Background: an optimization exercise with open tools, aiming at small area and a short achievable clock period. Do not read the settings as production practice. At most, simulation tests tie the RTL to the original design; equivalence was not proved. For runs 5 to 7, only the layout was checked, not whether the RTL still works. Power is estimated from default activity; no workload was simulated.

**design/flow/run.sh**
```bash
#!/bin/bash
# synth_recipe.tcl (not shown) runs the flow's synth.tcl, then flattens the netlist and writes it again
# the make line also repeats each setting of config.mk as NAME=value (left out here)
make -C /OpenROAD-flow-scripts/flow DESIGN_CONFIG=/design/flow/config.mk WORK_HOME=/design/flow/orfs CLKGATE_MAP_FILE= SYNTH_SCRIPT=/design/flow/synth_recipe.tcl finish
```
**design/flow/config.mk**
```make
export PLATFORM = sky130hd
export DESIGN_NAME = note_sequencer
export DESIGN_NICKNAME = note_sequencer
export VERILOG_FILES = /design/flow/design.v
export SDC_FILE = /design/flow/constraint.sdc
export NUM_CORES = 4
export LEC_CHECK = 0
export CAP_MARGIN = 20
export CORE_MARGIN = 2
export CORE_UTILIZATION = 60
export CTS_CLUSTER_DIAMETER = 80
export CTS_CLUSTER_SIZE = 30
export PLACE_DENSITY = 0.8
export SETUP_SLACK_MARGIN = 2.7
export SLEW_MARGIN = 20
```
**design/flow/constraint.sdc**
```tcl
create_clock -name core_clock -period 5.0 [get_ports {clk}]
set_input_delay 1.0000 -clock core_clock [delete_from_list [all_inputs] [get_ports {clk}]]
set_output_delay 1.0000 -clock core_clock [all_outputs]
set_load 0.01 [all_outputs]
```
**design/flow/design.v**
```verilog
module note_sequencer #(
  parameter int DEPTH     = 64,
  parameter int DUR_W     = 16,
  parameter int TICK_DIV  = 16,
  parameter int DEB_TICKS = 10
) (
  input  logic                         clk,
  input  logic                         rst_n,
  input  logic [4:0]                   key_code,
  input  logic                         rec_n,
  input  logic                         play_n,
  input  logic                         stop_n,
  output logic [4:0]                   note_out,
  output logic [1:0]                   state_out,
  output logic                         full,
  output logic [$clog2(DEPTH+1)-1:0]   evt_count
);
  localparam int CW  = $clog2(DEPTH+1);
  localparam int AW  = (DEPTH > 1) ? $clog2(DEPTH) : 1;
  localparam int TW  = (TICK_DIV > 1) ? $clog2(TICK_DIV) : 1;
  localparam int DBW = $clog2(DEB_TICKS+1);
  localparam int EW  = 5 + DUR_W;
  localparam int RL  = DEPTH - 2;            
  localparam logic [4:0] SILENCE = 5'b11111;
  typedef enum logic [1:0] {S_IDLE = 2'b00, S_REC = 2'b01, S_PLAY = 2'b10} state_t;
  state_t            state;
  logic [4:0]        key_s1, key_s2;
  logic [2:0]        btn_s1, btn_s2;
  logic [2:0]        press;
  logic              stop_p, rec_p, play_p;
  logic [TW-1:0]     tick_cnt;
  logic              tick, tick_nx;
  logic [4:0]        cand, stable;
  logic [DBW-1:0]    deb_cnt, deb_next;
  logic              chg;
  logic [4:0]        note_n;                 
  logic [DUR_W-1:0]  dur, dur_plus, dur_step, dur_nx;
  logic              dnz, dmax, d1;          
  logic [AW-1:0]     addr;
  logic [CW-1:0]     addr_inc;
  logic              pload;
  logic [EW-1:0]     wr_data, pdata;
  logic              wr_en, wr_ring, sat, rec_close, full_hit, last, pdone, idle_rec, play_go;
  logic              d_clr, d_ld, d_step;
  logic [EW-1:0]     slot0, slot1;           
  logic [EW-1:0]     ring  [RL];             
  logic [EW-1:0]     ring_d [RL];
  logic [EW-1:0]     wbuf;                   
  logic              wpend, wpend_nx;
  logic [5:0]        wpos;                   
  logic [5:0]        npos;                   
  logic [EW-1:0]     nxt;                    
  logic [5:0]        rpos;                   
  logic [5:0]        ph;                     
  logic [5:0]        ph_nx, ph_pv, wpos_nx, rpos_nx, npos_nx1, npos_nx2;
  logic [4:0]        ph_t1, npos_t1, wpos_t1, rpos_t1, rpos_t2;
  logic              r_adv2;
  logic [4:0]        wtap, rtap;             
  logic [EW-1:0]     tap_d [5];
  logic [EW-1:0]     cap_d;
  always_ff @(posedge clk) begin
    key_s1 <= key_code;
    key_s2 <= key_s1;
  end
  always_ff @(posedge clk or negedge rst_n) begin
    if (!rst_n) begin
      btn_s1 <= 3'b111;
      btn_s2 <= 3'b111;
      press  <= 3'b000;
    end else begin
      btn_s1 <= {stop_n, rec_n, play_n};
      btn_s2 <= btn_s1;
      press  <= btn_s2 & ~btn_s1;
    end
  end
  assign stop_p = press[2];
  assign rec_p  = press[1];
  assign play_p = press[0];
  assign tick_nx = (tick_cnt == TW'(TICK_DIV-2));
  always_ff @(posedge clk or negedge rst_n) begin
    if (!rst_n) begin
      tick_cnt <= '0;
      tick     <= 1'b0;
    end else begin
      tick_cnt <= tick_cnt + 1'b1;
      tick     <= tick_nx;
    end
  end
  always_comb begin
    deb_next = DBW'(1);
    if (key_s2 == cand)
      deb_next = (deb_cnt == DBW'(DEB_TICKS)) ? deb_cnt : deb_cnt + 1'b1;
  end
  always_ff @(posedge clk or negedge rst_n) begin
    if (!rst_n) begin
      cand    <= SILENCE;
      stable  <= SILENCE;
      deb_cnt <= '0;
    end else begin
      if (tick) begin
        cand    <= key_s2;
        deb_cnt <= deb_next;
        if (deb_next >= DBW'(DEB_TICKS) && key_s2 != stable) begin
          stable <= key_s2;
        end
      end
    end
  end
  always_ff @(posedge clk)
    chg <= tick && deb_next >= DBW'(DEB_TICKS) && key_s2 != stable;
  always_comb begin
    if (state == S_PLAY)   
      dur_step = {dur[0] ^ dur[14] ^ dur[13] ^ dur[11], dur[15:1]};
    else                   
      dur_step = {dur[14:0], dur[15] ^ dur[13] ^ dur[12] ^ dur[10]};
    dur_plus  = dur;
    sat       = dmax;
    rec_close = (state == S_REC) && (chg || sat || stop_p);
    wr_en     = rec_close && dnz;
    wr_ring   = wr_en && (evt_count[AW-1:1] != '0);
    wr_data   = {note_out, dur_plus};
    full_hit  = wr_en && (evt_count == CW'(DEPTH-1));
    idle_rec  = !stop_p && rec_p;
    play_go   = !stop_p && !rec_p && play_p && (evt_count != '0);
    addr_inc  = CW'(addr) + 1'b1;
    last      = (addr_inc == evt_count);
    pdone     = (state == S_PLAY) && !pload && tick && d1;
    pdata     = nxt;
    d_clr     = ((state == S_IDLE) && idle_rec) || ((state == S_REC) && rec_close);
    d_ld      = (state == S_PLAY) && pload && !stop_p;
    d_step    = (tick_nx && state == S_REC) || (tick && state == S_PLAY && !pload);
    dur_nx    = d_clr ? (tick_nx ? 16'h0002 : 16'h0001) : d_ld ? pdata[DUR_W-1:0] : d_step ? dur_step : dur;
  end
  always_comb begin
    ph_nx    = (ph   == 6'(RL-1)) ? 6'd0 : ph   + 6'd1;
    ph_pv    = (ph   == 6'd0) ? 6'(RL-1) : ph - 6'd1;
    npos_nx1 = (npos == 6'(RL-1)) ? 6'd0 : npos + 6'd1;
    npos_nx2 = (npos == 6'(RL-2)) ? 6'd0 : (npos == 6'(RL-1)) ? 6'd1 : npos + 6'd2;
    wpos_nx  = wr_ring ? npos_nx1 : ((wpos == 6'(RL-1)) ? 6'd0 : wpos + 6'd1);
    wpend_nx = wr_ring || (wpend && !(|wtap));
    ph_t1    = {ph   == 6'd49, ph   == 6'd37, ph   == 6'd25, ph   == 6'd12, ph   == 6'(RL-1)};
    npos_t1  = {npos == 6'd49, npos == 6'd37, npos == 6'd25, npos == 6'd12, npos == 6'(RL-1)};
    wpos_t1  = {wpos == 6'd49, wpos == 6'd37, wpos == 6'd25, wpos == 6'd12, wpos == 6'(RL-1)};
    rpos_t1  = {rpos == 6'd49, rpos == 6'd37, rpos == 6'd25, rpos == 6'd12, rpos == 6'(RL-1)};
    rpos_t2  = {rpos == 6'd48, rpos == 6'd36, rpos == 6'd24, rpos == 6'd11, rpos == 6'(RL-2)};
    r_adv2   = pload && addr[AW-1:1] != '0 && !stop_p;
    if (state != S_PLAY)
      rpos_nx = ph_nx;
    else if (r_adv2)
      rpos_nx = (rpos == 6'(RL-2)) ? 6'd0 : (rpos == 6'(RL-1)) ? 6'd1 : rpos + 6'd2;
    else
      rpos_nx = (rpos == 6'(RL-1)) ? 6'd0 : rpos + 6'd1;
    for (int j = 0; j < RL; j++) ring_d[j] = ring[(j + RL - 1) % RL];
    tap_d[0] = wtap[0] ? wbuf : ring[0];
    tap_d[1] = wtap[1] ? wbuf : ring[13];
    tap_d[2] = wtap[2] ? wbuf : ring[26];
    tap_d[3] = wtap[3] ? wbuf : ring[38];
    tap_d[4] = wtap[4] ? wbuf : ring[50];
    ring_d[1]  = tap_d[0];
    ring_d[14] = tap_d[1];
    ring_d[27] = tap_d[2];
    ring_d[39] = tap_d[3];
    ring_d[51] = tap_d[4];
    cap_d = '0;
    for (int k = 0; k < 5; k++) cap_d = cap_d | ({EW{rtap[k]}} & tap_d[k]);
  end
  always_ff @(posedge clk) begin
    for (int j = 0; j < RL; j++) ring[j] <= ring_d[j];
    if (state != S_PLAY)
      nxt <= slot0;
    else if (pload && addr == AW'(0))
      nxt <= slot1;
    else if (|rtap && addr != AW'(0))
      nxt <= cap_d;
    if (wr_en && evt_count[AW-1:0] == AW'(0)) slot0 <= wr_data;
    if (wr_en && evt_count[AW-1:0] == AW'(1)) slot1 <= wr_data;
    if (wr_en) wbuf <= wr_data;
  end
  always_ff @(posedge clk or negedge rst_n) begin
    if (!rst_n) begin
      ph    <= '0;
      wpend <= 1'b0;
      wtap  <= '0;
    end else begin
      ph    <= ph_nx;
      wpend <= wpend_nx;
      wtap  <= wr_ring ? npos_t1 : (wpend && !(|wtap)) ? wpos_t1 : 5'b0;
    end
  end
  always_ff @(posedge clk) begin
    if ((state == S_IDLE) && idle_rec) npos <= ph_pv;
    else if (wr_en)                    npos <= npos_nx2;
    else                               npos <= npos_nx1;
  end
  always_ff @(posedge clk) begin
    wpos <= wpos_nx;
    rpos <= rpos_nx;
    rtap <= (state != S_PLAY) ? ph_t1 : r_adv2 ? rpos_t2 : rpos_t1;
  end
  always_ff @(posedge clk or negedge rst_n) begin
    if (!rst_n) begin
      state     <= S_IDLE;
      note_n    <= '0;
      full      <= 1'b0;
      evt_count <= '0;
    end else begin
      case (state)
        S_IDLE: begin
          note_n <= ~stable;
          if (idle_rec) begin
            state     <= S_REC;
            evt_count <= '0;
            full      <= 1'b0;
          end else if (play_go) begin
            state <= S_PLAY;
          end
        end
        S_REC: begin
          note_n <= ~stable;
          if (wr_en) evt_count <= evt_count + 1'b1;
          if (full_hit) begin
            full  <= 1'b1;
            state <= S_IDLE;
          end else if (stop_p) begin
            state <= S_IDLE;
          end
        end
        S_PLAY: begin
          if (stop_p) begin
            state  <= S_IDLE;
            note_n <= ~stable;
          end else if (pload) begin
            note_n <= ~pdata[EW-1:DUR_W];
          end else if (pdone && last) begin
            state <= S_IDLE;
          end
        end
        default: state <= S_IDLE;
      endcase
    end
  end
  assign note_out = ~note_n;
  always_ff @(posedge clk) begin
    dur  <= dur_nx;
    dnz  <= tick_nx || (!d_clr && dnz);
    dmax <= tick_nx && !d_clr && (dur == 16'h8000);
    d1   <= !d_clr && (d_ld ? (pdata[DUR_W-1:0] == 16'h0002) :
                       d_step ? (dur == 16'h0004) : d1);
    case (state)
      S_IDLE: begin
        if (!idle_rec && play_go) begin
          addr  <= '0;
          pload <= 1'b1;
        end
      end
      S_PLAY: begin
        if (stop_p) begin
          pload <= 1'b0;
        end else if (pload) begin
          pload <= 1'b0;
        end else if (pdone && !last) begin
          addr  <= addr + 1'b1;
          pload <= 1'b1;
        end
      end
      default: ;
    endcase
  end
  assign state_out = state;
endmodule
```
==> results of run 1 <==
-- cells in the mapped netlist, types with 3 or more instances --
cell      instances  share of area (%)
dfxtp_1        1337                 73
inv_1            26               0.27
a22oi_1          26               0.53
o21ai_0          71               0.97
xnor2_1          31               0.74
nand4_1          12               0.20
mux2i_1          15               0.41
nand2_1          68               0.70
ha_1             24               0.82
edfxtp_1        109                8.9
nand2b_1          5              0.085
a21o_1            5               0.10
o22ai_1           3              0.051
a222oi_1         21               0.57
nand3_1          60               0.82
o31ai_1           5               0.10
nor2_1           57               0.58
nor3_1           14               0.19
o211ai_1          5               0.10
or4_1             3              0.061
and2_1            4              0.068
buf_1            10               0.10
clkbuf_1         42               0.43
nand3b_1          6               0.12
buf_2             6              0.082
dfrtp_1          39                2.7
a211oi_1         16               0.33
dfstp_2          16                1.1
a21oi_1          13               0.18
and3_1            5              0.085
nor2b_1           8               0.14
mux2_2          115                3.5
a31oi_1           8               0.14
a32o_1            3              0.082
o21ai_1           7              0.096
xor2_1           24               0.57
nor4_1           10               0.17
or4b_2            4               0.11
-- through the flow --
step,hold WS [ns],total power [uW],area (um^2),cells,util [%]
after CTS,0.316,18700,39600,3134,65.7
after global placement,0.310,13300,37800,3030,62.7
after detailed placement,0.312,13300,37800,3030,62.7
after floorplan,0.310,13100,36700,2263,-
after global routing,0.322,19200,39800,3142,65.9
final,0.320,18600,39800,3142,65.9
-- routing by layer --
| metal | up-vias | GRT usage, % | routed length, um |
|---|---|---|---|
| li1 | 7687 | - | - |
| met1 | 7871 | 25.7 | 26600 |
| met2 | 436 | 31.3 | 28400 |
| met3 | 119 | 2.84 | 2910 |
| met4 | 0 | 6.34 | 1690 |
| met5 | - | 0 | 0 |
-- path summary, 6_finish.rpt --
check / slack [ns] / startpoint / cells after the start / to
worst max-delay path: 2.69 / note_n[1] / 2 / note_out[1]
worst min-delay path: 0.32 / ring[47][12] / 0 / ring[48][12]
worst max register to register: 2.76 / wtap[2] / 6 / nxt[7]
worst min register to register: 0.32 / ring[47][12] / 0 / ring[48][12]
max in group asynchronous: 3.99 / rst_n / 2 / wtap[0]
min in group asynchronous: 0.46 / rst_n / 2 / evt_count[5]
-- cell usage in the layout (no fill, tap or decap), types with 5 or more instances in the layout --
cell type	netlist	final
o21ai_1	7	8
o31ai_1	5	5
nand3b_1	6	6
nand4_1	12	12
inv_1	26	19
a22oi_1	26	26
buf_2	6	11
mux2_2	115	115
dfxtp_1	1337	1337
edfxtp_1	109	109
inv_2	0	6
a211oi_1	16	16
buf_4	0	48
mux2i_1	15	15
dfstp_2	16	16
buf_6	0	7
nand3_1	60	57
a31oi_1	8	7
clkdlybuf4s50_1	0	8
clkbuf_1	42	15
xor2_1	24	24
nand2_1	68	67
o21ai_0	71	68
a222oi_1	21	21
dfrtp_2	0	12
ha_1	24	24
and3_1	5	5
a21oi_1	13	13
nor2_1	57	56
a21o_1	5	5
o211ai_1	5	5
dfrtp_1	39	25
xnor2_1	31	31
nor4_1	10	10
nor2b_1	8	8
clkbuf_16	0	57
nor3_1	14	12
-- cell families after synthesis --
logic type	share of synthesized area (%)
adder cells (fa/ha/maj)	0.819
AO/OA/AOI/OAI	3.58
buffers and inverters	0.894
XOR/XNOR	1.31
flip-flops	85.8
AND/OR/NAND/NOR	3.69
multiplexers	3.94
-- layout make-up --
class	count	share of cell area, %
tap	782	2.46
multi-input combinational	678	12.6
timing repair inverter	1	0.0189
clock inverter	4	0.189
sequential	1501	79.1
inverter	26	0.255
timing repair buffer	76	1.54
clock buffer	74	3.80
-- what timing repair did --
item,CTS,global route
setup buffers,24,8
resized for setup,105,10
pin swaps,3,1
gates cloned,2,0
endpoints found under the setup margin,139,79
-- sequential cells by signal, indices dropped and copies added (netlist names), 7 cells and up --
| signal | count |
|---|---|
| dur | 16 |
| evt_count | 7 |
| nxt | 21 |
| ring | 1302 |
| slot0 | 21 |
| slot1 | 21 |
| wbuf | 21 |
-- power groups by stage --
stage | Sequential (uW) | Combinational [uW] | Clock (uW)
2_1_floorplan | 12700 | 441 | 0
3_3_place_gp | 12700 | 541 | 0
3_5_place_dp | 12800 | 573 | 0
4_1_cts | 12500 | 627 | 5600
5_1_grt | 12500 | 704 | 5990
6_report | 12500 | 645 | 5490
-- worst max-delay path: stages, from the launching register on --
cell and delay [ns]:
dfrtp_1 0.39, inv_2 0.12, buf_6 0.14
==> results.toml, run 1 <==
[yosys]
synth_area_um2 = 36700
synthFlopType = "dfxtp_1"
synth-seq-area-share_pct = 85.8
post_synth.cell_area_avg_um2 = 16.2
synth.net_count = 2297
synthCells = 2263
synthArstFlopShare_pct = 3.66
synth_cell_types = 60
synth_seq_cells = 1501
synth_enable_flop_cells = 109
synthesis.yosys.warnings = 4

[cts]
htree_levels = 2
insertion_delay_ns = 0.67
clockBufferDepth = 3
clk_transition_reported_paths_ns = 0.11
cts.hold.buffers_added = 0
cts_tree = "built"
clock_sinks = 1501
cts_bufs_inserted = 56
clk_root_buffer_cell = "clkbuf_16"

[detailed_routing]
total_vias_in_the_final_route = 16100
drt-vias-per-instance = 5.13
wl_per_cell_um = 18.9
postRouteWirelength_um = 59500
drt_first_pass_iters = 8
drt-initial-drc-count = 1309
final_antenna_net_count = 0
drc = 0

[floorplanning]
die_area_um2 = 63100
std_cell_rows = 90
die_height_um = 251
floorplan.io_pins = 25
width_of_the_chip_um = 251
coreArea_um2 = 60400
initial_utilization_pct = 60.7

[finish]
antennaDiodeCount = 0
fin_nets = 2374
filler_cell_count = 3872
area.growth.synth_to_final_pct = 8.49
layout-drive-gt1-share_pct = 13.1
multi_input_area_um2 = 5030
area.sequential_um2 = 31500

[timing]
period_minus_slack_ns = 2.31
fmax_mhz = 433
worst_slew_margin_rel_pct = 52.1
rsz0062_at_grt = "true"
worstMarginPinSlew_ns = 0.719
final_max_slew_viol_count = 0
post-route-worst-setup-slack_ns = 2.69
timing.setup.tns_ns = 0
timing.final.crit_share_pct = 46.2
hold_violations = 0
final-setup-viol-count = 0
finalClockSkew_ns = 0.0236

[placement]
port_buffers = 24
pre_cts_slack_ns = 1.80
place.gp.congestion = 0.886
sum_of_net_half_perimeters_after_detailed_placement_um = 35700

[grt]
global_route_wire_length_before_repair_um = 92200
maximum_number_of_pins_on_one_net_before_global_route_repair = 56
number_of_antenna_violations_at_the_first_check_in_global_routing = 0
grt_overflow_total = 0
first_global_vias = 16600
combined_global_route_utilization_of_all_metal_layers_pct = 18.9

[pwr]
vdd_ir_drop_max_v = 0.000348
leakage_uw = 0.0157
sw_ratio_pct = 20.9
sequentialPowerShare_pct = 67.1
power.density_nw_per_um2 = 468
internal-power_uw = 14700
clock_network_fraction_of_design_power_pct = 29.5
power_frac_comb_pct = 3.5
power.net_switching_uw = 3900

[critical_path]
path_class = "register to output port"
endpoint_kind = "output port"
start_kind = "register"
crit_path_required_time_ns = 4.00
timing.critical_path.arrival_ns = 1.31
critical_path_peak_fanout = 5

[status]
status = "finished clean"

[worst_hold_path]
min-delay-path-class = "register to register"

[flow_run]
cap_violations = 0
==> run 2, diff against run 1 <==
--- a/design/flow/config.mk
+++ b/design/flow/config.mk
@@ -9,7 +9,6 @@
 export CORE_MARGIN = 2
 export CORE_UTILIZATION = 60
-export CTS_CLUSTER_DIAMETER = 80
-export CTS_CLUSTER_SIZE = 30
-export PLACE_DENSITY = 0.8
+export CTS_CLUSTER_DIAMETER = 60
+export CTS_CLUSTER_SIZE = 20
 export SETUP_SLACK_MARGIN = 2.7
 export SLEW_MARGIN = 20
==> results.toml, run 2 <==
[cts]
clk_transition_reported_paths_ns = 0.08
htree_levels = 3
cts.hold.buffers_added = 0
cts_tree = "built"
insertion_delay_ns = 0.64
clockBufferDepth = 3
cts_bufs_inserted = 86
clock_sinks = 1501
clk_root_buffer_cell = "clkbuf_16"

[critical_path]
path_class = "register to output port"
endpoint_kind = "output port"
timing.critical_path.arrival_ns = 1.29
critical_path_peak_fanout = 5
crit_path_required_time_ns = 4.00
start_kind = "register"

[finish]
commonest_non_fill_non_tap_cells_in_the_layout = "dfxtp_1, mux2_2, edfxtp_1"
area.growth.synth_to_final_pct = 11.2
regMostFlops = "ring"
layout.cells.most_common = "dfxtp_1"
layout-drive-gt1-share_pct = 14.7
largest_reg_flops = 1302
antennaDiodeCount = 0
fin_nets = 2410

[detailed_routing]
wl_per_cell_um = 18.0
drt_first_pass_iters = 5
postRouteWirelength_um = 57300
drt-vias-per-instance = 4.98
final_antenna_net_count = 0
drc = 0
drt-initial-drc-count = 1082
total_vias_in_the_final_route = 15900

[grt]
global_route_wire_length_before_repair_um = 89800
first_global_vias = 15800
maximum_number_of_pins_on_one_net_before_global_route_repair = 56
combined_global_route_utilization_of_all_metal_layers_pct = 18.7
grt_overflow_total = 0
number_of_antenna_violations_at_the_first_check_in_global_routing = 0

[timing]
worst_slew_margin_rel_pct = 47.3
timing.final.crit_share_pct = 45.7
final_max_slew_viol_count = 0
worstMarginPinSlew_ns = 0.790
fmax_mhz = 438
period_minus_slack_ns = 2.29
post-route-worst-setup-slack_ns = 2.71
finalClockSkew_ns = 0.0166
final-setup-viol-count = 0
rsz0062_at_grt = "true"
hold_violations = 0
timing.setup.tns_ns = 0

[yosys]
synthArstFlopShare_pct = 3.66
synth_seq_cells = 1501
synth-seq-area-share_pct = 85.8
yosys.area.top_type = "dfxtp_1"
synth_area_um2 = 36700
synth_enable_flop_cells = 109
yosysMostFrequentCell = "dfxtp_1"
synth_top_cells_by_area = "dfxtp_1, edfxtp_1, mux2_2, dfrtp_1, dfstp_2"
synth_common_cells = "dfxtp_1, mux2_2, edfxtp_1"
synthesis.yosys.warnings = 4
synth.net_count = 2297
synth_cell_types = 60
synthCells = 2263
yosys.area.top_type_share_pct = 73.0
post_synth.cell_area_avg_um2 = 16.2
synthFlopType = "dfxtp_1"

[placement]
port_buffers = 24
pre_cts_slack_ns = 1.85
place.gp.congestion = 0.799
sum_of_net_half_perimeters_after_detailed_placement_um = 34100

[status]
status = "finished clean"

[worst_hold_path]
min-delay-path-class = "register to register"

[pwr]
power.density_nw_per_um2 = 490
leakage_uw = 0.0162
vdd_ir_drop_max_v = 0.000341

[floorplanning]
coreArea_um2 = 60400
floorplan.io_pins = 25
initial_utilization_pct = 60.7
die_area_um2 = 63100
die_height_um = 251
std_cell_rows = 90
width_of_the_chip_um = 251

[flow_run]
cap_violations = 0
==> run 2: path summary, 6_finish.rpt <==
path,from,end,slack [ns],cells after the start
setup / recovery,note_n[4],note_out[4],2.71,2
hold / removal,ring[48][9],ring[49][9],0.32,0
setup reg to reg,state[1],wtap[3],2.76,8
hold reg to reg,ring[48][9],ring[49][9],0.32,0
max in group asynchronous,rst_n,press[2],3.90,2
min in group asynchronous,rst_n,wtap[2],0.51,2
==> run 2: logic make-up (layout without fill, tap and decap cells) <==
group	Yosys count	count (layout)	share of synthesized area, %
compound gates	197	197	3.58
xor+xnor	55	55	1.31
fa+ha+maj	24	24	0.819
buf+inv	85	225	0.894
flops	1501	1501	85.8
mux	130	130	3.94
simple gates	271	271	3.69
==> run 2: layout make-up <==
type                            count  area [um^2]
Sequential cell                  1501        31500
Clock buffer                      105         2290
Timing Repair Buffer               84          746
Clock inverter                     10          125
Inverter                           26          106
Tap cell                          782          978
Multi-Input combinational cell    677         5060
Fill cell                        4219        19600
==> run 2: worst max-delay path, cell delays in order, from the launching register on <==
cell and delay (ns):
dfrtp_1 0.40, inv_4 0.11, buf_6 0.12
==> run 2: routing by layer <==
metal / global-route usage, % / routed length, um
met5: 0 / 0
met4: 6.26 / 1530
met3: 3.63 / 2490
met2: 28.1 / 25100
met1: 27.4 / 28300
==> run 2: repair_timing <==
item                       4_1_cts  5_1_grt
pin swaps                        2        4
setup endpoints to repair      183       43
gates resized for setup        117       16
buffers inserted                25       15
==> run 2: per-stage QoR <==
stage                     cell area, um^2  total power [uW]  utilization (%)  hold WS [ns]  instances
final                               40800             20000             67.5         0.317       3185
after global routing                40800             20700             67.5         0.326       3185
after CTS                           40600             20100             67.2         0.321       3170
after detailed placement            37900             13300             62.7         0.312       3030
after global placement              37800             13300             62.6         0.310       3028
after floorplan                     36700             13100                -         0.310       2263
==> run 2: power breakdown <==
| group | internal, uW | switching (uW) | leakage (uW) |
|---|---|---|---|
| registers | 12300 | 199 | 0.0124 |
| logic | 297 | 359 | 0.00258 |
| clock network | 3260 | 3560 | 0.00118 |
| total | 15800 | 4120 | 0.0162 |
==> run 3, diff against run 2 <==
--- a/design/flow/config.mk
+++ b/design/flow/config.mk
@@ -9,6 +9,6 @@
 export CORE_MARGIN = 2
 export CORE_UTILIZATION = 60
-export CTS_CLUSTER_DIAMETER = 60
-export CTS_CLUSTER_SIZE = 20
+export CTS_CLUSTER_DIAMETER = 70
+export CTS_CLUSTER_SIZE = 34
 export SETUP_SLACK_MARGIN = 2.7
 export SLEW_MARGIN = 20
==> results.toml, run 3 <==
[grt]
grt_overflow_total = 0
first_global_vias = 15400
global_route_wire_length_before_repair_um = 88000
combined_global_route_utilization_of_all_metal_layers_pct = 18.3
number_of_antenna_violations_at_the_first_check_in_global_routing = 0
maximum_number_of_pins_on_one_net_before_global_route_repair = 56
grt_util_met1_pct = 27.3
use_met2_pct = 27.5
grt-busiest-layer = "met2"
use_met3_pct = 2.84

[floorplanning]
std_cell_rows = 90
coreArea_um2 = 60400
initial_utilization_pct = 60.7
floorplan.io_pins = 25
die_height_um = 251
die_area_um2 = 63100
width_of_the_chip_um = 251

[yosys]
yosysMostFrequentCell = "dfxtp_1"
synth_cell_types = 60
synthArstFlopShare_pct = 3.66
yosys.area.top_type = "dfxtp_1"
synthesis.yosys.warnings = 4
synth.net_count = 2297
synth-seq-area-share_pct = 85.8
post_synth.cell_area_avg_um2 = 16.2
yosys.area.top_type_share_pct = 73.0
synth_area_um2 = 36700
synth_common_cells = "dfxtp_1, mux2_2, edfxtp_1"
synth_seq_cells = 1501
synthCells = 2263
synth_enable_flop_cells = 109
synthFlopType = "dfxtp_1"
synth_top_cells_by_area = "dfxtp_1, edfxtp_1, mux2_2, dfrtp_1, dfstp_2"

[critical_path]
critical_path_peak_fanout = 6
start_kind = "register"
cp_top_family = "compound AO/OA/AOI/OAI gates"
crit_path_required_time_ns = 5.41
critPathMaxStageDelay_ns = 0.55
path_class = "register to register"
worstPathCellList = "buf_4, or4_4, o311ai_2, o21ai_0, o21ai_0, a31oi_2, buf_4"
crit_buf_inv = 2
endpoint_kind = "register"
worst_path_max_delay_cell = "or4_4"
timing.critical_path.arrival_ns = 2.69

[pwr]
power.net_switching_uw = 3970
sw_ratio_pct = 21.1
power.density_nw_per_um2 = 469
totalPowerFinal_uw = 18800
internal-power_uw = 14800
vdd_ir_drop_max_v = 0.000438
leakage_uw = 0.0159
power_frac_comb_pct = 3.5
clock_network_fraction_of_design_power_pct = 30.0
sequentialPowerShare_pct = 66.5

[placement]
sum_of_net_half_perimeters_after_detailed_placement_um = 34100
place.gp.congestion = 0.799
dpl_cell_area_um2 = 37900
port_buffers = 24

[finish]
area.growth.synth_to_final_pct = 9.35
fin_nets = 2377
commonest_non_fill_non_tap_cells_in_the_layout = "dfxtp_1, mux2_2, edfxtp_1"
stdcell_area_um2 = 40100
regMostFlops = "ring"
filler_cell_count = 4282
largest_reg_flops = 1302
layout-drive-gt1-share_pct = 14.1
layout.cells.most_common = "dfxtp_1"
antennaDiodeCount = 0

[cts]
insertion_delay_ns = 0.65
cts_bufs_inserted = 54
clockBufferDepth = 3
cts_tree = "built"
clk_root_buffer_cell = "clkbuf_16"
clk_transition_reported_paths_ns = 0.11
clock_sinks = 1501
htree_levels = 2
cts.hold.buffers_added = 0

[detailed_routing]
drc = 0
drt-initial-drc-count = 982
drt_first_pass_iters = 5
total_vias_in_the_final_route = 15700
drt-vias-per-instance = 5.00
final_antenna_net_count = 0
postRouteWirelength_um = 56900
wl_per_cell_um = 18.0

[timing]
fmax_mhz = 439
rsz0062_at_grt = "true"
timing.setup.tns_ns = 0
finalClockSkew_ns = 0.0195
final-setup-viol-count = 0
final_max_slew_viol_count = 0
worstMarginPinSlew_ns = 0.774
period_minus_slack_ns = 2.28
timing.final.crit_share_pct = 45.6
worst_slew_margin_rel_pct = 48.4
hold_violations = 0

[worst_hold_path]
min-delay-path-class = "register to register"

[flow_run]
cap_violations = 0

[status]
status = "finished clean"
## run 3: cell counts after synthesis
Identical to the previous run, type by type.
## run 3: timing repair
item                                    CTS  global route
endpoints found under the setup margin  183            52
endpoints found under the hold margin     0             0
resized for setup                       116            15
buffers inserted                         26            13
pin swaps                                 2             4
## run 3: worst register-to-register path: cells and delay by family (launching register included)
| family | cells | cell delay, ns |
|---|---|---|
| AO/OA/AOI/OAI | 4 | 0.72 |
| buffers and inverters | 2 | 0.34 |
| flip-flops | 1 | 0.43 |
| AND/OR/NAND/NOR | 1 | 0.55 |
## run 3: metal layers
metal | wire (um) | part of all wire [%]
met5 | 0 | 0
met4 | 1650 | 2.9
met3 | 2220 | 3.9
met2 | 24400 | 43
met1 | 28600 | 50
## run 3: worst paths after layout
check                                   from           end  slack (ns)  cells past startpoint
worst max-delay path            evt_count[4]       addr[3]        2.72                      7
worst min-delay path            ring[57][20]  ring[58][20]        0.32                      0
worst max register to register  evt_count[4]       addr[3]        2.72                      7
worst min register to register  ring[57][20]  ring[58][20]        0.32                      0
max in group asynchronous              rst_n       wtap[0]        3.93                      2
min in group asynchronous              rst_n       wtap[2]        0.49                      2
## run 3: logic make-up (layout without fill, tap and decap cells)
| family | Yosys count | count (layout) | share of synthesized area (%) |
|---|---|---|---|
| AOI/OAI and AO/OA | 197 | 197 | 3.58 |
| xor gates and xnor gates | 55 | 55 | 1.31 |
| adders and majority gates | 24 | 24 | 0.819 |
| buffers and inverters | 85 | 191 | 0.894 |
| DFF | 1501 | 1501 | 85.8 |
| muxes | 130 | 130 | 3.94 |
| and+or+nand+nor | 271 | 271 | 3.69 |
## run 3: power by group through the flow
stage               logic (uW)  registers [uW]  clock network, uW
floorplan                  441           12700                  0
global placement           556           12800                  0
detailed placement         578           12800                  0
CTS                        639           12500               5810
global route               729           12500               6230
finish                     657           12500               5640
## run 3: layout make-up
type	count	area, um^2	share of cell area [%]
flip-flops and latches	1501	31500	78.5
multi-input cells	677	5060	12.6
clock buffers	65	1470	3.66
well taps	782	978	2.44
repair buffers	83	778	1.94
clock inverters	17	230	0.574
inverters	26	106	0.265
## run 3: per-stage QoR
stage / hold WS, ns / util, % / std cells / worst slack, ns
6_report: 0.324 / 66.4 / 3151 / 2.72
3_5_place_dp: 0.312 / 62.7 / 3030 / 1.85
5_1_grt: 0.327 / 66.4 / 3151 / 2.65
3_3_place_gp: 0.310 / 62.6 / 3028 / 1.92
2_1_floorplan: 0.310 / - / 2263 / 2.63
4_1_cts: 0.327 / 66.1 / 3138 / 2.58
==> run 4, diff against run 3 <==
--- a/design/flow/config.mk
+++ b/design/flow/config.mk
@@ -9,6 +9,7 @@
 export CORE_MARGIN = 2
 export CORE_UTILIZATION = 60
-export CTS_CLUSTER_DIAMETER = 70
-export CTS_CLUSTER_SIZE = 34
+export CTS_BUF_LIST = sky130_fd_sc_hd__clkbuf_16 sky130_fd_sc_hd__clkbuf_8
+export CTS_CLUSTER_DIAMETER = 80
+export CTS_CLUSTER_SIZE = 30
 export SETUP_SLACK_MARGIN = 2.7
 export SLEW_MARGIN = 20
==> results.toml, run 4 <==
[placement]
sum_of_net_half_perimeters_after_detailed_placement_um = 34100
port_buffers = 24
place.gp.congestion = 0.799
number_of_cells_after_detailed_placement = 3030
pre_cts_slack_ns = 1.85

[yosys]
synth_seq_cells = 1501
synthAdderAreaFrac_pct = 0.819
synth-seq-area-share_pct = 85.8
synthesis.yosys.warnings = 4
synth_cell_types = 60
synth_top_cells_by_area = "dfxtp_1, edfxtp_1, mux2_2, dfrtp_1, dfstp_2"
synthCells = 2263
synth_area_um2 = 36700
post_synth.cell_area_avg_um2 = 16.2
synth_compound_gate_area_share_pct = 3.58
synthFlopType = "dfxtp_1"
largest_family_of_logic_cells_by_synthesized_area = "multiplexers"
synthArstFlopShare_pct = 3.66
yosysMostFrequentCell = "dfxtp_1"
synth_enable_flop_cells = 109
synth_common_cells = "dfxtp_1, mux2_2, edfxtp_1"
synth.net_count = 2297
synthSimpleGateAreaFrac_pct = 3.69
yosys.area.top_type_share_pct = 73.0
synth-xor-area-share_pct = 1.31
yosys.area.top_type = "dfxtp_1"
muxShareOfSynthArea_pct = 3.94

[grt]
use_met3_pct = 3.20
grt_util_met1_pct = 27.1
maximum_number_of_pins_on_one_net_before_global_route_repair = 56
grt_overflow_total = 0
number_of_antenna_violations_at_the_first_check_in_global_routing = 0
first_global_vias = 15500
global_route_wire_length_before_repair_um = 88000
grt-busiest-layer = "met2"
use_met2_pct = 27.7
combined_global_route_utilization_of_all_metal_layers_pct = 18.3

[detailed_routing]
drt-vias-per-instance = 4.97
drc = 0
drt-initial-drc-count = 1031
postRouteWirelength_um = 56900
total_vias_in_the_final_route = 15700
drt_first_pass_iters = 6
wl_per_cell_um = 18.0
final_antenna_net_count = 0

[timing]
rsz0062_at_grt = "true"
fmax_mhz = 438
hold_violations = 0
post-route-worst-setup-slack_ns = 2.71
worstMarginPinSlew_ns = 0.779
worst_slew_margin_rel_pct = 48.1
final_max_slew_viol_count = 0
timing.setup.tns_ns = 0
period_minus_slack_ns = 2.29
finalClockSkew_ns = 0.0196
timing.final.crit_share_pct = 45.7
final-setup-viol-count = 0

[cts]
cts_bufs_inserted = 57
clock_sinks = 1501
insertion_delay_ns = 0.65
clk_transition_reported_paths_ns = 0.11
htree_levels = 2
clk_root_buffer_cell = "clkbuf_16"
cts_tree = "built"
cts.hold.buffers_added = 0
clockBufferDepth = 3

[critical_path]
endpoint_kind = "output port"
worstPathCellList = "inv_4, buf_6"
critPathMaxStageDelay_ns = 0.40
critical_path_peak_fanout = 5
cp_top_family = "flip-flops"
worst_path_max_delay_cell = "dfrtp_1"
crit_path_required_time_ns = 4.00
crit_buf_inv = 2
path_class = "register to output port"
timing.critical_path.arrival_ns = 1.29
start_kind = "register"

[floorplanning]
die_height_um = 251
initial_utilization_pct = 60.7
floorplan.io_pins = 25
std_cell_rows = 90
coreArea_um2 = 60400
width_of_the_chip_um = 251
die_area_um2 = 63100

[finish]
commonest_non_fill_non_tap_cells_in_the_layout = "dfxtp_1, mux2_2, edfxtp_1"
layout.cells.non_filler = 3153
regMostFlops = "ring"
finalCoreUtilization_pct = 66.3
area.growth.synth_to_final_pct = 9.15
layout.cells.most_common = "dfxtp_1"
layout-drive-gt1-share_pct = 13.7
fin_nets = 2386
largest_reg_flops = 1302
antennaDiodeCount = 0

[pwr]
sw_ratio_pct = 20.8
leakage_uw = 0.0159
internal-power_uw = 14700
power.density_nw_per_um2 = 465
vdd_ir_drop_max_v = 0.000360
power.net_switching_uw = 3880
sequentialPowerShare_pct = 67.1
clock_network_fraction_of_design_power_pct = 29.3
power_frac_comb_pct = 3.6

[status]
status = "finished clean"

[flow_run]
cap_violations = 0

[worst_hold_path]
min-delay-path-class = "register to register"
==> run 4: cell counts after synthesis <==
No cell type changed its count.
==> run 4: what timing repair did <==
item	CTS	global route
setup endpoints to repair	183	79
setup buffers	29	16
pin swaps	1	5
resized for setup	116	17
==> run 4: stage by stage <==
stage	instance area, um^2	power [uW]	hold slack, ns
2_1_floorplan	36700	13100	0.310
3_3_place_gp	37800	13300	0.310
3_5_place_dp	37900	13300	0.312
4_1_cts	39800	18800	0.317
5_1_grt	40000	19300	0.333
6_report	40000	18600	0.327
==> run 4: layer usage <==
layer / routed length (um) / part of all wire (%)
met2: 24900 / 44
met5: 0 / 0
met1: 28000 / 49
met4: 1420 / 2.5
met3: 2580 / 4.5
==> run 4: worst reg2reg max path, stage by stage (launching register included) <==
cell      delay (ns)
dfrtp_2         0.43
buf_4           0.16
or4_4           0.61
o311ai_2        0.29
o21ai_0         0.19
o21ai_1         0.21
a31oi_4         0.09
==> run 4: power by group through the flow <==
stage / logic [uW] / clock network (uW) / registers [uW]
after global placement: 556 / 0 / 12800
after floorplan: 441 / 0 / 12700
after global routing: 738 / 6060 / 12500
after CTS: 639 / 5630 / 12500
after detailed placement: 578 / 0 / 12800
final: 662 / 5450 / 12500
==> run 4: logic make-up (layout without fill, tap and decap cells) <==
logic type / Yosys count / after routing
DFF: 1501 / 1501
AOI/OAI and AO/OA: 197 / 197
buffers and inverters: 85 / 193
muxes: 130 / 130
xor gates and xnor gates: 55 / 55
adders and majority gates: 24 / 24
and+or+nand+nor: 271 / 271
==> run 4: path summary, 6_finish.rpt <==
kind	from	end	slack (ns)	depth (start not counted)
setup / recovery	note_n[4]	note_out[4]	2.71	2
max in group asynchronous	rst_n	wtap[4]	3.93	2
hold reg to reg	ring[49][17]	ring[50][17]	0.33	0
setup reg to reg	evt_count[5]	addr[0]	2.75	6
min in group asynchronous	rst_n	wpend	0.50	2
hold / removal	ring[49][17]	ring[50][17]	0.33	0
==> run 4: cell type report <==
cell class / instances / area [um^2]
sequential: 1501 / 31500
clock buffer: 58 / 1450
tap: 782 / 978
multi-input combinational: 677 / 5070
fill: 4267 / 20300
clock inverter: 20 / 141
timing repair buffer: 89 / 798
inverter: 26 / 106
==> run 5, diff against run 4 <==
--- a/design/flow/design.v
+++ b/design/flow/design.v
@@ -23,6 +23,10 @@
   localparam int RL  = DEPTH - 2;            
   localparam logic [4:0] SILENCE = 5'b11111;
-  typedef enum logic [1:0] {S_IDLE = 2'b00, S_REC = 2'b01, S_PLAY = 2'b10} state_t;
-  state_t            state;
+  localparam logic [1:0] S_IDLE = 2'b00, S_REC = 2'b01, S_PLAY = 2'b10;
+  logic [1:0]        state, state_nx, state_o;
+  logic [1:0]        state_n;
+  logic [4:0]        note_nx, note_o;
+  logic              full_nx;
+  logic [CW-1:0]     evt_n, evt_c, evt_nx;
   logic [4:0]        key_s1, key_s2;
   logic [2:0]        btn_s1, btn_s2;
@@ -35,5 +39,5 @@
   logic              chg;
   logic [4:0]        note_n;                 
-  logic [DUR_W-1:0]  dur, dur_plus, dur_step, dur_nx;
+  logic [DUR_W-1:0]  dur, dur_plus, dur_m, dur_step, dur_nx;
   logic              dnz, dmax, d1;          
   logic [AW-1:0]     addr;
@@ -110,19 +114,17 @@
     chg <= tick && deb_next >= DBW'(DEB_TICKS) && key_s2 != stable;
   always_comb begin
-    if (state == S_PLAY)   
-      dur_step = {dur[0] ^ dur[14] ^ dur[13] ^ dur[11], dur[15:1]};
-    else                   
-      dur_step = {dur[14:0], dur[15] ^ dur[13] ^ dur[12] ^ dur[10]};
+    dur_m     = {DUR_W{state == S_PLAY}};
+    dur_step  = dur_m ^ ((dur ^ dur_m) + 1'b1);
     dur_plus  = dur;
     sat       = dmax;
     rec_close = (state == S_REC) && (chg || sat || stop_p);
     wr_en     = rec_close && dnz;
-    wr_ring   = wr_en && (evt_count[AW-1:1] != '0);
-    wr_data   = {note_out, dur_plus};
-    full_hit  = wr_en && (evt_count == CW'(DEPTH-1));
+    wr_ring   = wr_en && (evt_c[AW-1:1] != '0);
+    wr_data   = {~note_n, dur_plus};
+    full_hit  = wr_en && (evt_c == CW'(DEPTH-1));
     idle_rec  = !stop_p && rec_p;
-    play_go   = !stop_p && !rec_p && play_p && (evt_count != '0);
+    play_go   = !stop_p && !rec_p && play_p && (evt_c != '0);
     addr_inc  = CW'(addr) + 1'b1;
-    last      = (addr_inc == evt_count);
+    last      = (addr_inc == evt_c);
     pdone     = (state == S_PLAY) && !pload && tick && d1;
     pdata     = nxt;
@@ -130,5 +132,5 @@
     d_ld      = (state == S_PLAY) && pload && !stop_p;
     d_step    = (tick_nx && state == S_REC) || (tick && state == S_PLAY && !pload);
-    dur_nx    = d_clr ? (tick_nx ? 16'h0002 : 16'h0001) : d_ld ? pdata[DUR_W-1:0] : d_step ? dur_step : dur;
+    dur_nx    = d_clr ? DUR_W'(tick_nx) : d_ld ? pdata[DUR_W-1:0] : d_step ? dur_step : dur;
   end
   always_comb begin
@@ -173,6 +175,6 @@
     else if (|rtap && addr != AW'(0))
       nxt <= cap_d;
-    if (wr_en && evt_count[AW-1:0] == AW'(0)) slot0 <= wr_data;
-    if (wr_en && evt_count[AW-1:0] == AW'(1)) slot1 <= wr_data;
+    if (wr_en && evt_c[AW-1:0] == AW'(0)) slot0 <= wr_data;
+    if (wr_en && evt_c[AW-1:0] == AW'(1)) slot1 <= wr_data;
     if (wr_en) wbuf <= wr_data;
   end
@@ -198,53 +200,70 @@
     rtap <= (state != S_PLAY) ? ph_t1 : r_adv2 ? rpos_t2 : rpos_t1;
   end
-  always_ff @(posedge clk or negedge rst_n) begin
-    if (!rst_n) begin
-      state     <= S_IDLE;
+  always_comb begin
+    state_nx = state;
+    note_nx  = ~note_n;
+    full_nx  = full;
+    evt_nx   = evt_c;
+    case (state)
+      S_IDLE: begin
+        note_nx = stable;
+        if (idle_rec) begin
+          state_nx = S_REC;
+          evt_nx   = '0;
+          full_nx  = 1'b0;
+        end else if (play_go) begin
+          state_nx = S_PLAY;
+        end
+      end
+      S_REC: begin
+        note_nx = stable;
+        if (wr_en) evt_nx = evt_c + 1'b1;
+        if (full_hit) begin
+          full_nx  = 1'b1;
+          state_nx = S_IDLE;
+        end else if (stop_p) begin
+          state_nx = S_IDLE;
+        end
+      end
+      S_PLAY: begin
+        if (stop_p) begin
+          state_nx = S_IDLE;
+          note_nx  = stable;
+        end else if (pload) begin
+          note_nx = pdata[EW-1:DUR_W];
+        end else if (pdone && last) begin
+          state_nx = S_IDLE;
+        end
+      end
+      default: state_nx = S_IDLE;
+    endcase
+  end
+  always_ff @(posedge clk or negedge rst_n) begin
+    if (!rst_n) begin
+      state_n   <= 2'b11;
+      state_o   <= S_IDLE;
       note_n    <= '0;
+      note_o    <= SILENCE;
       full      <= 1'b0;
+      evt_n     <= '1;
       evt_count <= '0;
     end else begin
-      case (state)
-        S_IDLE: begin
-          note_n <= ~stable;
-          if (idle_rec) begin
-            state     <= S_REC;
-            evt_count <= '0;
-            full      <= 1'b0;
-          end else if (play_go) begin
-            state <= S_PLAY;
-          end
-        end
-        S_REC: begin
-          note_n <= ~stable;
-          if (wr_en) evt_count <= evt_count + 1'b1;
-          if (full_hit) begin
-            full  <= 1'b1;
-            state <= S_IDLE;
-          end else if (stop_p) begin
-            state <= S_IDLE;
-          end
-        end
-        S_PLAY: begin
-          if (stop_p) begin
-            state  <= S_IDLE;
-            note_n <= ~stable;
-          end else if (pload) begin
-            note_n <= ~pdata[EW-1:DUR_W];
-          end else if (pdone && last) begin
-            state <= S_IDLE;
-          end
-        end
-        default: state <= S_IDLE;
-      endcase
-    end
-  end
-  assign note_out = ~note_n;
+      state_n   <= ~state_nx;
+      state_o   <= state_nx;
+      note_n    <= ~note_nx;
+      note_o    <= note_nx;
+      full      <= full_nx;
+      evt_n     <= ~evt_nx;
+      evt_count <= evt_nx;
+    end
+  end
+  assign state = ~state_n;
+  assign evt_c = ~evt_n;
   always_ff @(posedge clk) begin
     dur  <= dur_nx;
     dnz  <= tick_nx || (!d_clr && dnz);
-    dmax <= tick_nx && !d_clr && (dur == 16'h8000);
-    d1   <= !d_clr && (d_ld ? (pdata[DUR_W-1:0] == 16'h0002) :
-                       d_step ? (dur == 16'h0004) : d1);
+    dmax <= tick_nx && !d_clr && (dur == {{(DUR_W-1){1'b1}}, 1'b0});
+    d1   <= !d_clr && (d_ld ? (pdata[DUR_W-1:0] == DUR_W'(1)) :
+                       d_step ? (dur == DUR_W'(2)) : d1);
     case (state)
       S_IDLE: begin
@@ -267,4 +286,5 @@
     endcase
   end
-  assign state_out = state;
+  assign state_out = state_o;
+  assign note_out  = note_o;
 endmodule
--- a/design/flow/config.mk
+++ b/design/flow/config.mk
@@ -9,7 +9,6 @@
 export CORE_MARGIN = 2
 export CORE_UTILIZATION = 60
-export CTS_BUF_LIST = sky130_fd_sc_hd__clkbuf_16 sky130_fd_sc_hd__clkbuf_8
 export CTS_CLUSTER_DIAMETER = 80
 export CTS_CLUSTER_SIZE = 30
-export SETUP_SLACK_MARGIN = 2.7
+export SETUP_SLACK_MARGIN = 2.75
 export SLEW_MARGIN = 20
==> results.toml, run 5 <==
[yosys]
synth_enable_flop_cells = 94
synth_area_um2 = 37400
post_synth.cell_area_avg_um2 = 15.8
synthCells = 2362
synth_common_cells = "dfxtp_1, mux2_2, nand2_1"
yosysMostFrequentCell = "dfxtp_1"
synth_cell_types = 75
synth.net_count = 2397
synthFlopType = "dfxtp_1"
synthesis.yosys.warnings = 4
synth_top_cells_by_area = "dfxtp_1, edfxtp_1, mux2_2, dfrtp_1, dfstp_2"
yosys.area.top_type_share_pct = 72.4
yosys.area.top_type = "dfxtp_1"
synthArstFlopShare_pct = 4.55
synth-seq-area-share_pct = 84.7
synth_seq_cells = 1515

[floorplanning]
std_cell_rows = 91
floorplan.io_pins = 25
die_area_um2 = 64300
coreArea_um2 = 61700
width_of_the_chip_um = 254
initial_utilization_pct = 60.6
die_height_um = 254

[cts]
clk_root_buffer_cell = "clkbuf_16"
insertion_delay_ns = 0.66
clk_transition_reported_paths_ns = 0.11
htree_levels = 2
clock_sinks = 1515
cts_tree = "built"
clockBufferDepth = 3
cts_bufs_inserted = 57

[placement]
number_of_cells_after_detailed_placement = 3171
port_buffers = 24
dpl_cell_area_um2 = 38500
sum_of_net_half_perimeters_after_detailed_placement_um = 35000
place.gp.congestion = 0.862

[critical_path]
critical_path_peak_fanout = 1
endpoint_kind = "output port"
timing.critical_path.arrival_ns = 1.31
worst_path_max_delay_cell = "dfstp_2"
crit_path_start = "note_o[4]"
path_class = "register to output port"
cp_top_family = "flip-flops"
timing.rr.start = "state_n[1]"
worstPathCellList = "buf_6"
critPathMaxStageDelay_ns = 0.55
start_kind = "register"
crit_buf_inv = 1
crit_path_required_time_ns = 4.00

[worst_hold_path]
worst_hold_startpoint = "ring[18][11]"
min-delay-path-class = "register to register"

[timing]
timing.final.crit_share_pct = 46.2
timing.setup.tns_ns = 0
min_hold_slack_ns = 0.319
worst_slew_margin_rel_pct = 51.6
final-setup-viol-count = 0
hold_violations = 0
rsz0062_at_grt = "true"
worstMarginPinSlew_ns = 0.727
period_minus_slack_ns = 2.31
final_max_slew_viol_count = 0
finalClockSkew_ns = 0.0239
fmax_mhz = 433

[detailed_routing]
postRouteWirelength_um = 60400
drc = 0
drt-vias-per-instance = 5.02
drt_first_pass_iters = 6
drt-initial-drc-count = 1211
final_antenna_net_count = 0
total_vias_in_the_final_route = 16500
wl_per_cell_um = 18.4

[pwr]
power.density_nw_per_um2 = 484
vdd_ir_drop_max_v = 0.000314
leakage_uw = 0.0160

[grt]
first_global_vias = 16000
global_route_wire_length_before_repair_um = 91700
combined_global_route_utilization_of_all_metal_layers_pct = 18.7
number_of_antenna_violations_at_the_first_check_in_global_routing = 0
grt_overflow_total = 0
maximum_number_of_pins_on_one_net_before_global_route_repair = 43

[finish]
layout-drive-gt1-share_pct = 13.0
regMostFlops = "ring"
stdcell_area_um2 = 40700
commonest_non_fill_non_tap_cells_in_the_layout = "dfxtp_1, mux2_2, nand2_1, edfxtp_1, o21ai_0"
fin_nets = 2463
layout.cells.most_common = "dfxtp_1"
area.growth.synth_to_final_pct = 8.76
largest_reg_flops = 1302
antennaDiodeCount = 0
layout.cells.non_filler = 3282

[status]
status = "finished clean"

[flow_run]
cap_violations = 0
run 5: cell types whose count changed in the layout (fill, tap and decap cells not counted), moves of 14 or more:
cell      delta
nand2_1     +27
edfxtp_1    -15
buf_4       -31
dfxtp_1     +14
a21oi_1     +14
run 5: routing by layer:
metal  GRT usage (%)  routed length, um  vias up
li1                -                  -     8016
met5               0                  0        -
met2            27.1              25100      405
met3            3.17               3180      123
met4            6.86               2030        0
met1            28.4              30100     7940
run 5: worst paths after layout:
path	depth (start not counted)	slack (ns)	end
worst max register to register	5	2.80	slot0[1]
worst max-delay path	1	2.69	note_out[4]
min in group asynchronous	1	0.38	deb_cnt[0]
worst min-delay path	0	0.32	ring[19][11]
max in group asynchronous	2	3.61	evt_n[1]
worst min register to register	0	0.32	ring[19][11]
run 5: layout make-up:
type	instances	area (um^2)
flip-flops and latches	1515	31700
fillers	4405	21000
multi-input cells	753	5650
clock buffers	70	1500
well taps	837	1050
repair buffers	61	536
inverters	40	176
clock inverters	6	92.6
run 5: power by group:
group          internal (uW)  switching, uW  total, uW
sequential             12900            384      13300
combinational            374            492        867
clock                   2160           3360       5520
run 5: timing repair:
item	CTS	global route
buffers inserted	11	13
resized for setup	103	23
setup endpoints to repair	168	117
pin swaps	9	5
hold buffers	0	0
cloned	10	1
run 5: cell families (layout without fill, tap and decap cells):
| kind of cell | count (synthesis) | after routing | share of synthesized area, % |
|---|---|---|---|
| adders and majority gates | 25 | 25 | 0.837 |
| and+or+nand+nor | 313 | 322 | 4.29 |
| AOI/OAI and AO/OA | 231 | 233 | 4.13 |
| buffers and inverters | 105 | 177 | 1.13 |
| xor gates and xnor gates | 55 | 55 | 1.41 |
| muxes | 118 | 118 | 3.54 |
| DFF | 1515 | 1515 | 84.7 |
run 5: stage by stage:
| step | power [uW] | setup WS, ns | util (%) |
|---|---|---|---|
| 5_1_grt | 20400 | 2.63 | 65.9 |
| 3_3_place_gp | 14300 | 2.17 | 62.4 |
| 3_5_place_dp | 14300 | 2.06 | 62.4 |
| 4_1_cts | 19800 | 2.63 | 65.5 |
| 6_report | 19700 | 2.69 | 65.9 |
| 2_1_floorplan | 14000 | 2.81 | - |
==> run 6, diff against run 5 <==
--- a/design/flow/config.mk
+++ b/design/flow/config.mk
@@ -11,4 +11,4 @@
 export CTS_CLUSTER_DIAMETER = 80
 export CTS_CLUSTER_SIZE = 30
-export SETUP_SLACK_MARGIN = 2.75
+export SETUP_SLACK_MARGIN = 2.95
 export SLEW_MARGIN = 20
==> results.toml, run 6 <==
[floorplanning]
coreArea_um2 = 61700
floorplan.io_pins = 25
initial_utilization_pct = 60.6
std_cell_rows = 91
die_height_um = 254
width_of_the_chip_um = 254
die_area_um2 = 64300

[detailed_routing]
postRouteWirelength_um = 66200
drt-initial-drc-count = 1212
drt_first_pass_iters = 5
wl_per_cell_um = 19.6
drc = 0
final_antenna_net_count = 0
total_vias_in_the_final_route = 17200
drt-vias-per-instance = 5.11

[finish]
layout-drive-gt1-share_pct = 19.0
finalCoreUtilization_pct = 68.5
largest_reg_flops = 1302
layout.cells.most_common = "dfxtp_1"
stdcell_area_um2 = 42300
fin_nets = 2555
regMostFlops = "ring"
layout.cells.non_filler = 3376
antennaDiodeCount = 0
commonest_non_fill_non_tap_cells_in_the_layout = "dfxtp_1, edfxtp_1, nand2_1"
area.growth.synth_to_final_pct = 13.1

[critical_path]
critPathMaxStageDelay_ns = 0.55
cp_top_family = "flip-flops"
worst_path_max_delay_cell = "dfstp_2"
timing.critical_path.arrival_ns = 1.30
path_class = "register to output port"
critical_path_peak_fanout = 1
endpoint_kind = "output port"
start_kind = "register"
worstPathCellList = "buf_6"
crit_buf_inv = 1
crit_path_required_time_ns = 4.00

[pwr]
sequentialPowerShare_pct = 66.5
power.density_nw_per_um2 = 472
leakage_uw = 0.0167
sw_ratio_pct = 21.8
power.net_switching_uw = 4360
clock_network_fraction_of_design_power_pct = 27.9
internal-power_uw = 15600
power_frac_comb_pct = 5.6
vdd_ir_drop_max_v = 0.000350

[grt]
number_of_antenna_violations_at_the_first_check_in_global_routing = 0
grt_overflow_total = 0
combined_global_route_utilization_of_all_metal_layers_pct = 19.8
global_route_wire_length_before_repair_um = 96500
maximum_number_of_pins_on_one_net_before_global_route_repair = 38
first_global_vias = 16800

[timing]
final_max_slew_viol_count = 0
fmax_mhz = 434
timing.final.crit_share_pct = 46.1
period_minus_slack_ns = 2.30
final-setup-viol-count = 0
timing.setup.tns_ns = 0
rsz0062_at_grt = "true"
worst_slew_margin_rel_pct = 44.9
worstMarginPinSlew_ns = 0.826
hold_violations = 0
finalClockSkew_ns = 0.0294

[yosys]
synth-seq-area-share_pct = 84.7
synthCells = 2362
synthFlopType = "dfxtp_1"
yosys.area.top_type = "dfxtp_1"
synth_common_cells = "dfxtp_1, mux2_2, nand2_1"
yosys.area.top_type_share_pct = 72.4
synth_area_um2 = 37400
synth.net_count = 2397
yosysMostFrequentCell = "dfxtp_1"
synthArstFlopShare_pct = 4.55
synth_seq_cells = 1515
synth_enable_flop_cells = 94
post_synth.cell_area_avg_um2 = 15.8
synthesis.yosys.warnings = 4
synth_top_cells_by_area = "dfxtp_1, edfxtp_1, mux2_2, dfrtp_1, dfstp_2"
synth_cell_types = 75

[cts]
insertion_delay_ns = 0.67
cts_tree = "built"
clk_root_buffer_cell = "clkbuf_16"
clockBufferDepth = 3
clk_transition_reported_paths_ns = 0.11
htree_levels = 2
clock_sinks = 1515
cts_bufs_inserted = 57

[placement]
number_of_cells_after_detailed_placement = 3167
sum_of_net_half_perimeters_after_detailed_placement_um = 35100
dpl_cell_area_um2 = 38500
port_buffers = 24
place.gp.congestion = 0.811

[flow_run]
cap_violations = 0

[worst_hold_path]
min-delay-path-class = "register to register"

[status]
status = "finished clean"
[run 6: logic make-up after synthesis]
group                      after synthesis  synth area share, %
muxes                                  118                 3.54
DFF                                   1515                 84.7
AOI/OAI and AO/OA                      231                 4.13
buffers and inverters                  105                 1.13
adders and majority gates               25                0.837
and+or+nand+nor                        313                 4.29
xor gates and xnor gates                55                 1.41
[run 6: worst paths after layout]
kind                                  start     endpoint  slack (ns)  cells past startpoint
worst min register to register  ring[7][19]  ring[8][19]        0.32                      0
min in group asynchronous             rst_n    note_n[2]        0.38                      1
worst max-delay path              note_o[1]  note_out[1]        2.70                      1
worst max register to register   state_n[0]      dur[12]        2.80                      7
max in group asynchronous             rst_n     evt_n[2]        3.62                      2
worst min-delay path            ring[7][19]  ring[8][19]        0.32                      0
[run 6: layer usage]
layer / wire length [um] / GRT usage (%) / up-vias / share of wire (%)
met1: 31900 / 29.1 / 8420 / 48
met2: 28800 / 30.2 / 455 / 43
li1: - / - / 8240 / -
met3: 3220 / 3.12 / 127 / 4.9
met5: 0 / 0 / - / 0
met4: 2300 / 6.69 / 0 / 3.5
[run 6: power groups by stage]
stage | Clock, uW | Sequential [uW] | Combinational [uW]
after floorplan | 0 | 13300 | 623
after global placement | 0 | 13500 | 758
after detailed placement | 0 | 13500 | 765
after CTS | 5750 | 13300 | 955
after global routing | 6170 | 13400 | 1200
final | 5570 | 13300 | 1110
[run 6: layout make-up]
class	count	area, um^2
sequential	1515	31700
inverter	40	166
tap	837	1050
clock inverter	6	118
multi-input combinational	760	6290
fill	4224	19400
timing repair inverter	3	55.1
timing repair buffer	143	1420
clock buffer	72	1500
[run 6: timing repair]
item	CTS	global route
setup buffers	53	50
hold buffers	0	0
endpoints found under the setup margin	206	100
cloned	18	10
gates resized for setup	168	151
pin swaps	32	78
[run 6: metrics by stage]
step / hold WS, ns / setup WS [ns] / total power [uW]
after floorplan: 0.310 / 2.95 / 14000
after global placement: 0.309 / 2.11 / 14300
after detailed placement: 0.312 / 2.03 / 14300
after CTS: 0.316 / 2.65 / 20000
after global routing: 0.325 / 2.65 / 20700
final: 0.322 / 2.70 / 20000
==> run 7, diff against run 6 <==
--- a/design/flow/design.v
+++ b/design/flow/design.v
@@ -29,4 +29,5 @@
   logic              full_nx;
   logic [CW-1:0]     evt_n, evt_c, evt_nx;
+  logic              e0, e1, e63;            
   logic [4:0]        key_s1, key_s2;
   logic [2:0]        btn_s1, btn_s2;
@@ -114,15 +115,17 @@
     chg <= tick && deb_next >= DBW'(DEB_TICKS) && key_s2 != stable;
   always_comb begin
-    dur_m     = {DUR_W{state == S_PLAY}};
-    dur_step  = dur_m ^ ((dur ^ dur_m) + 1'b1);
+    if (state == S_PLAY)   
+      dur_step = {dur[0] ^ dur[14] ^ dur[13] ^ dur[11], dur[15:1]};
+    else                   
+      dur_step = {dur[14:0], dur[15] ^ dur[13] ^ dur[12] ^ dur[10]};
     dur_plus  = dur;
     sat       = dmax;
     rec_close = (state == S_REC) && (chg || sat || stop_p);
     wr_en     = rec_close && dnz;
-    wr_ring   = wr_en && (evt_c[AW-1:1] != '0);
+    wr_ring   = wr_en && !e0 && !e1;
     wr_data   = {~note_n, dur_plus};
-    full_hit  = wr_en && (evt_c == CW'(DEPTH-1));
+    full_hit  = wr_en && e63;
     idle_rec  = !stop_p && rec_p;
-    play_go   = !stop_p && !rec_p && play_p && (evt_c != '0);
+    play_go   = !stop_p && !rec_p && play_p && !e0;
     addr_inc  = CW'(addr) + 1'b1;
     last      = (addr_inc == evt_c);
@@ -132,5 +135,5 @@
     d_ld      = (state == S_PLAY) && pload && !stop_p;
     d_step    = (tick_nx && state == S_REC) || (tick && state == S_PLAY && !pload);
-    dur_nx    = d_clr ? DUR_W'(tick_nx) : d_ld ? pdata[DUR_W-1:0] : d_step ? dur_step : dur;
+    dur_nx    = d_clr ? (tick_nx ? 16'h0002 : 16'h0001) : d_ld ? pdata[DUR_W-1:0] : d_step ? dur_step : dur;
   end
   always_comb begin
@@ -175,6 +178,6 @@
     else if (|rtap && addr != AW'(0))
       nxt <= cap_d;
-    if (wr_en && evt_c[AW-1:0] == AW'(0)) slot0 <= wr_data;
-    if (wr_en && evt_c[AW-1:0] == AW'(1)) slot1 <= wr_data;
+    if (wr_en && e0) slot0 <= wr_data;
+    if (wr_en && e1) slot1 <= wr_data;
     if (wr_en) wbuf <= wr_data;
   end
@@ -248,4 +251,7 @@
       evt_n     <= '1;
       evt_count <= '0;
+      e0        <= 1'b1;
+      e1        <= 1'b0;
+      e63       <= 1'b0;
     end else begin
       state_n   <= ~state_nx;
@@ -256,4 +262,7 @@
       evt_n     <= ~evt_nx;
       evt_count <= evt_nx;
+      e0        <= (evt_nx == CW'(0));
+      e1        <= (evt_nx == CW'(1));
+      e63       <= (evt_nx == CW'(DEPTH-1));
     end
   end
@@ -263,7 +272,7 @@
     dur  <= dur_nx;
     dnz  <= tick_nx || (!d_clr && dnz);
-    dmax <= tick_nx && !d_clr && (dur == {{(DUR_W-1){1'b1}}, 1'b0});
-    d1   <= !d_clr && (d_ld ? (pdata[DUR_W-1:0] == DUR_W'(1)) :
-                       d_step ? (dur == DUR_W'(2)) : d1);
+    dmax <= tick_nx && !d_clr && (dur == 16'h8000);
+    d1   <= !d_clr && (d_ld ? (pdata[DUR_W-1:0] == 16'h0002) :
+                       d_step ? (dur == 16'h0004) : d1);
     case (state)
       S_IDLE: begin
--- a/design/flow/config.mk
+++ b/design/flow/config.mk
@@ -11,4 +11,4 @@
 export CTS_CLUSTER_DIAMETER = 80
 export CTS_CLUSTER_SIZE = 30
-export SETUP_SLACK_MARGIN = 2.95
+export SETUP_SLACK_MARGIN = 2.75
 export SLEW_MARGIN = 20
==> results.toml, run 7 <==
[status]
status = "finished clean"

[timing]
timing.setup.tns_ns = 0
final-setup-viol-count = 0
timing.final.crit_share_pct = 46.1
period_minus_slack_ns = 2.30
worst_slew_margin_rel_pct = 40.6
rsz0062_at_grt = "true"
hold_violations = 0
worstMarginPinSlew_ns = 0.892

[yosys]
synth-seq-area-share_pct = 85.3
yosys.area.top_type = "dfxtp_1"
yosys.area.top_type_share_pct = 71.7
synth_area_um2 = 37400
synthesis.yosys.warnings = 4
synth_common_cells = "dfxtp_1, mux2_2, edfxtp_1"
synthArstFlopShare_pct = 4.74
post_synth.cell_area_avg_um2 = 16.0
synthFlopType = "dfxtp_1"

[grt]
use_met3_pct = 2.55
grt_overflow_total = 0
combined_global_route_utilization_of_all_metal_layers_pct = 18.7
grt_util_met1_pct = 28.2
first_global_vias = 15800
use_met2_pct = 28.3
number_of_antenna_violations_at_the_first_check_in_global_routing = 2
global_route_wire_length_before_repair_um = 90900

[floorplanning]
initial_utilization_pct = 60.6
coreArea_um2 = 61600
std_cell_rows = 91
width_of_the_chip_um = 254
die_height_um = 254

[pwr]
power.density_nw_per_um2 = 484
vdd_ir_drop_max_v = 0.000409
leakage_uw = 0.0161
totalPowerFinal_uw = 19700

[critical_path]
path_class = "register to output port"
worst_r2r_path_depth = 7
worstSetupPathDepth = 1
start_kind = "register"
worstPathCellList = "buf_6"
timing.rr.start = "evt_n[0]"
cp_top_family = "flip-flops"
timing.critical_path.arrival_ns = 1.30
crit_buf_inv = 1
crit_path_start = "note_o[2]"
worst_path_max_delay_cell = "dfstp_2"
critical_path_peak_fanout = 1

[finish]
area.sequential_um2 = 31900
commonest_non_fill_non_tap_cells_in_the_layout = "dfxtp_1, mux2_2, edfxtp_1"
largest_reg_flops = 1302
filler_cell_count = 4396
layout.cells.most_common = "dfxtp_1"
area.growth.synth_to_final_pct = 9.00
layout-drive-gt1-share_pct = 13.5
layout.cells.non_filler = 3271
multi_input_area_um2 = 5330

[placement]
port_buffers = 24
pre_cts_slack_ns = 2.04
place.gp.congestion = 0.785
sum_of_net_half_perimeters_after_detailed_placement_um = 35700
number_of_cells_after_detailed_placement = 3150

[detailed_routing]
drt-initial-drc-count = 1456
drt-vias-per-instance = 4.97
total_vias_in_the_final_route = 16300
drt_first_pass_iters = 5
postRouteWirelength_um = 59700
drc = 0
wl_per_cell_um = 18.2

[cts]
insertion_delay_ns = 0.67
htree_levels = 2

[flow_run]
cap_violations = 0
## run 7: cell count changes after synthesis, sizes merged, moves of 7 or more
cell | before | now
a311oi | 0 | 14
clkbuf | 44 | 51
edfxtp | 94 | 109
a21oi | 31 | 11
dfxtp | 1352 | 1337
o21ai | 83 | 68
nand4 | 8 | 15
o22ai | 9 | 1
nand3 | 51 | 58
## run 7: kinds of logic after synthesis
family	Yosys count	share of synthesized area (%)
flops	1518	85.3
simple gates	330	4.44
compound gates	190	3.54
mux	119	3.58
buf+inv	105	1.08
xor+xnor	53	1.28
fa+ha+maj	22	0.737
## run 7: power breakdown
| group | switching, uW | internal (uW) |
|---|---|---|
| registers | 338 | 12800 |
| logic | 536 | 415 |
| clock network | 3400 | 2240 |
## run 7: routing by layer
metal	wire length, um	vias to the layer above	part of all wire, %
li1	-	7949	-
met1	29900	7862	50
met2	25900	352	43
met3	2480	95	4.2
met4	1380	0	2.3
met5	0	-	0
## run 7: how the worst min path moves through the flow
stage	slack (ns)	cells after the start	to	from
3_5_place_dp	0.31	0	ring[2][2]	ring[1][2]
4_1_cts	0.31	0	ring[43][10]	ring[42][10]
6_report	0.31	0	ring[43][10]	ring[42][10]
5_1_grt	0.31	0	ring[43][3]	ring[42][3]
3_3_place_gp	0.31	0	ring[33][13]	ring[32][13]
2_1_floorplan	0.31	0	key_s2[0]	key_s1[0]
## run 7: stage by stage
step	instance area (um^2)	hold WS, ns
4_1_cts	40500	0.311
5_1_grt	40700	0.306
3_5_place_dp	38500	0.312
6_report	40700	0.314
2_1_floorplan	37400	0.310
3_3_place_gp	38500	0.309
## run 7: what timing repair did
item                                    4_1_cts  5_1_grt
hold buffers                                  0        0
endpoints found under the setup margin      147       90
setup buffers                                18       14
gates resized for setup                      94       33
gates cloned                                  2        1
hold endpoints to repair                      0        0
pin swaps                                     6       13
## run 7: layout make-up
| type | count | share of cell area (%) |
|---|---|---|
| Antenna cell | 1 | 0.00615 |
| Clock buffer | 76 | 3.81 |
| Clock inverter | 9 | 0.283 |
| Inverter | 38 | 0.360 |
| Multi-Input combinational cell | 716 | 13.1 |
| Sequential cell | 1518 | 78.3 |
| Tap cell | 837 | 2.57 |
| Timing Repair Buffer | 75 | 1.56 |
| Timing Repair inverter | 1 | 0.0123 |

Re-timed with assumed drivers on the ports (clkbuf_16 on the clock, buf_2 on other inputs), run 7 has 2.638 ns of setup slack against 2.696 ns with ideal ports, and 2.780 ns once port delays also move by the mid clock arrival of 0.711 ns.
